This design comes from an exercise in tuning for small area on the open sky130 flow, not from production work.
Function was checked by simulation only, so behaviour that the tests miss may differ from the original.

## run A
// muldiv_unit
module muldiv_unit #(
    parameter int unsigned MUL_CYCLES = 2,
    parameter int unsigned DIV_ITERS  = 32
) (
    input  logic        clk,
    input  logic        rst,
    input  logic        start,
    input  logic [1:0]  op,
    input  logic        flush,
    input  logic [31:0] srca,
    input  logic [31:0] srcb,
    output logic        stall,
    output logic        busy,
    output logic        done,
    output logic [31:0] hi,
    output logic [31:0] lo
);
    logic        act_q;           
    logic [5:0]  cnt_q;           
    logic [33:0] h_q;             
    logic [31:0] l_q;             
    logic        is_div, is_signed;
    logic [5:0]  ph;
    logic        sa, sb;
    logic [35:0] xa;              
    logic [32:0] bm;              
    logic        bzero;
    logic        ph0, div_abs, div_end, div_last;
    logic        p0_q, e33_q, e34_q;    
    assign is_div    = op[1];
    assign is_signed = ~op[0];
    assign ph        = act_q ? cnt_q : 6'd0;
    assign ph0       = ~act_q;
    assign sa        = is_signed & srca[31];
    assign sb        = is_signed & srcb[31];
    assign xa        = {sa, sa, sa, sa, srca};
    assign bm        = {sb, srcb};
    assign bzero     = (srcb == 32'd0);
    assign div_abs   = act_q & p0_q;
    assign div_end   = act_q & e33_q;
    assign div_last  = div_q & act_q & e34_q;
    function automatic logic [2:0] booth(input logic [2:0] x);
        booth[0] = x[1] ^ x[0];                                             
        booth[1] = (x[2] & ~x[1] & ~x[0]) | (~x[2] & x[1] & x[0]);           
        booth[2] = x[2];                                                    
    endfunction
    logic [12:0] xw0, xwn;
    logic [17:0] enc0, encn, enc_q;
    logic        div_q;           
  ...
Settings: LEC_CHECK=0, CAP_MARGIN=20, CORE_MARGIN=2, CORE_UTILIZATION=50, SLEW_MARGIN=20; clock period 10.5 ns.
standard.sh (not shown) runs the stock make flow with config.mk's settings and CLKGATE_MAP_FILE= SYNTH_SCRIPT=/design/flow/synth_recipe.tcl, a recipe that flattens the netlist after the stock synthesis.
==> flow/flow/run.sh <==
#!/bin/bash
# Standard synthesis and layout (standard.sh), with faster port buffers than the
# resizer's default pick, and power recovery (downsizing of gates off the critical
# paths) after global routing.
set -euo pipefail
export BUFFER_PORTS_ARGS="-buffer_cell sky130_fd_sc_hd__buf_2"
export RECOVER_POWER=100
bash standard.sh synth > synth.log 2>&1
bash standard.sh finish > layout.log 2>&1
Run A ended with every stage complete and zero timing, DRC or antenna violations.
The following lists how run B was set up differently from run A:
Settings: a change of CORE_UTILIZATION from 50 to 65; an added CTS_BUF_LIST of sky130_fd_sc_hd__clkbuf_8.
==> flow/flow/run.sh <==
#!/bin/bash
# Standard synthesis (standard.sh synth), then the standard layout with:
#  - faster port buffers (buf_2) than the resizer's default pick,
#  - power recovery (downsizing of gates off the critical paths) after global routing,
#  - the weakest buffers (buf_1, clkbuf_1) kept out of the layout steps, so that power
#    recovery cannot shrink a high-fanout buffer into a slew violation.
set -euo pipefail
bash standard.sh synth > synth.log 2>&1
export BUFFER_PORTS_ARGS="-buffer_cell sky130_fd_sc_hd__buf_2"
export RECOVER_POWER=100
export DONT_USE_CELLS="sky130_fd_sc_hd__buf_1 sky130_fd_sc_hd__clkbuf_1"
bash standard.sh finish > layout.log 2>&1
To summarise run B: no stage aborted, but the layout did not pass its checks, failing on max-capacitance violations, max-slew violations. Detailed router's first-iteration violation count, run B vs run A: up by more than a quarter. [compare] base=run A new=run B: count of pins over their slew limit rose 45, horizontal die dimension fell about 12%. Re pin count of the biggest net entering global routing: run B and run A aren't equal, and the higher value belongs to run B. On final worst setup slack, run A loses to run B. Looking at first-pass GRT wire length, run B sits below run A.
Inputs modified between run B and run C:
Settings: CORE_UTILIZATION now 35, was 65.
==> flow/flow/run.sh <==
#!/bin/bash
# Standard synthesis and layout (standard.sh), with faster port buffers than the
# resizer's default pick, and power recovery (downsizing of gates off the critical
# paths) after global routing.
set -euo pipefail
export BUFFER_PORTS_ARGS="-buffer_cell sky130_fd_sc_hd__buf_2"
export RECOVER_POWER=100
bash standard.sh synth > synth.log 2>&1
bash standard.sh finish > layout.log 2>&1
[summary]
Delta (run C minus run B): die area went up 83%, horizontal die dimension up 35%, post-layout instance count excluding filler cells rose by about 11%, utilization went down. Run comparison: run B cell at the slowest stage of the critical path sky130_fd_sc_hd__fa_1; run C cell at the slowest stage of the critical path sky130_fd_sc_hd__o21ai_2. Run C had finished all stages when the layout checks came back failing, citing max-capacitance violations, max-slew violations.
--- input diff run C..run D ---
Settings: clearing CTS_BUF_LIST, which used to be sky130_fd_sc_hd__clkbuf_8; swapping 35 for 50 in CORE_UTILIZATION.
==> flow/flow/run.sh <==
#!/bin/bash
# Standard synthesis and layout (standard.sh), with faster port buffers than the
# resizer's default pick, so the input-to-output paths of the last multiply pass
# need less timing repair.
set -euo pipefail
export BUFFER_PORTS_ARGS="-buffer_cell sky130_fd_sc_hd__buf_2"
bash standard.sh synth > synth.log 2>&1
bash standard.sh finish > layout.log 2>&1
## What came out
Run D did not stop at any stage, and its layout met the timing, design-rule and antenna checks.
Number of cells in the design after placement shrinks by a little under 10% when moving from run C to run D.
Run D has number of antenna cells inserted below what run C had.
Taking run C as the reference, in run D count of pins over their slew limit saw a decrease; met2 routed wirelength saw a decrease; total core area saw a decrease.
Run D vs. run C: count of nets left with antenna violations after detail routing closely matched the old numbers; initial antenna violation count now sits lower.
The inputs of run E differ from those of run D as listed below.
Settings: an added CTS_BUF_LIST of sky130_fd_sc_hd__clkbuf_8; an added PLACE_DENSITY of 0.75.
==> flow/flow/run.sh <==
#!/bin/bash
# Standard synthesis and layout (standard.sh), with faster port buffers than the
# resizer's default pick, and power recovery (downsizing of gates off the critical
# paths) after global routing.
set -euo pipefail
export BUFFER_PORTS_ARGS="-buffer_cell sky130_fd_sc_hd__buf_2"
export RECOVER_POWER=100
bash standard.sh synth > synth.log 2>&1
bash standard.sh finish > layout.log 2>&1
[summary]
- Run E completed end to end; final checks failed (max-capacitance violations, max-slew violations).
- Looking at total length of routed met3 wires, run E sits above run D.
- Sort run D and run E by number of max-capacitance violations reported asc -> top: run D
- The final period demand of the worst path number comes out higher for run E vs run D.
- Sort run D and run E by fraction of final layout cells with drive strength greater than 1 desc -> top: run D
- Compared to run D, run E has total vias in the final route 2.7% higher.
- Higher area of all placed cells without fillers was reported by run D, not run E.
- Looking at maximum frequency, run E sits below run D.
- Of run D and run E, the lower setup slack belongs to run E.
- [run E] worst slew slack as a fraction of its limit fell 160 points relative to run D

[afterwards: timing with drivers on the ports]
How much do the figures lean on ideal ports? The routed layouts below were timed once more, with nothing changed but the port constraints.
Step 1 sets driving cells, clkbuf_16 on the clock port and buf_2 on the other inputs (assumed; they add their load-dependent delay and slew).
Step 2 moves the port delays by t, midway between the first and last clock arrival at a register: inputs arrive t later, outputs are due t later. That takes back most of the time a late clock gives input paths.
Three values: ideal ports, drivers, drivers and shift; two values: the first two.
run	shift t [ns]	slack for setup (ns)	worst setup path at the end
run A	0.394	0.285 / 0.267 / 0.267	input to output
run B	0.411	0.304 / 0.277 / 0.277	input to output
run C	0.412	0.294 / 0.269 / 0.269	input to output
run D	0.394	0.287 / 0.268 / 0.268	input to output
run E	0.420	0.219 / 0.196 / 0.196	input to output
The setup slack of run B, which loses most, moves by -0.027 ns with the drivers and by -0.027 ns with both steps.
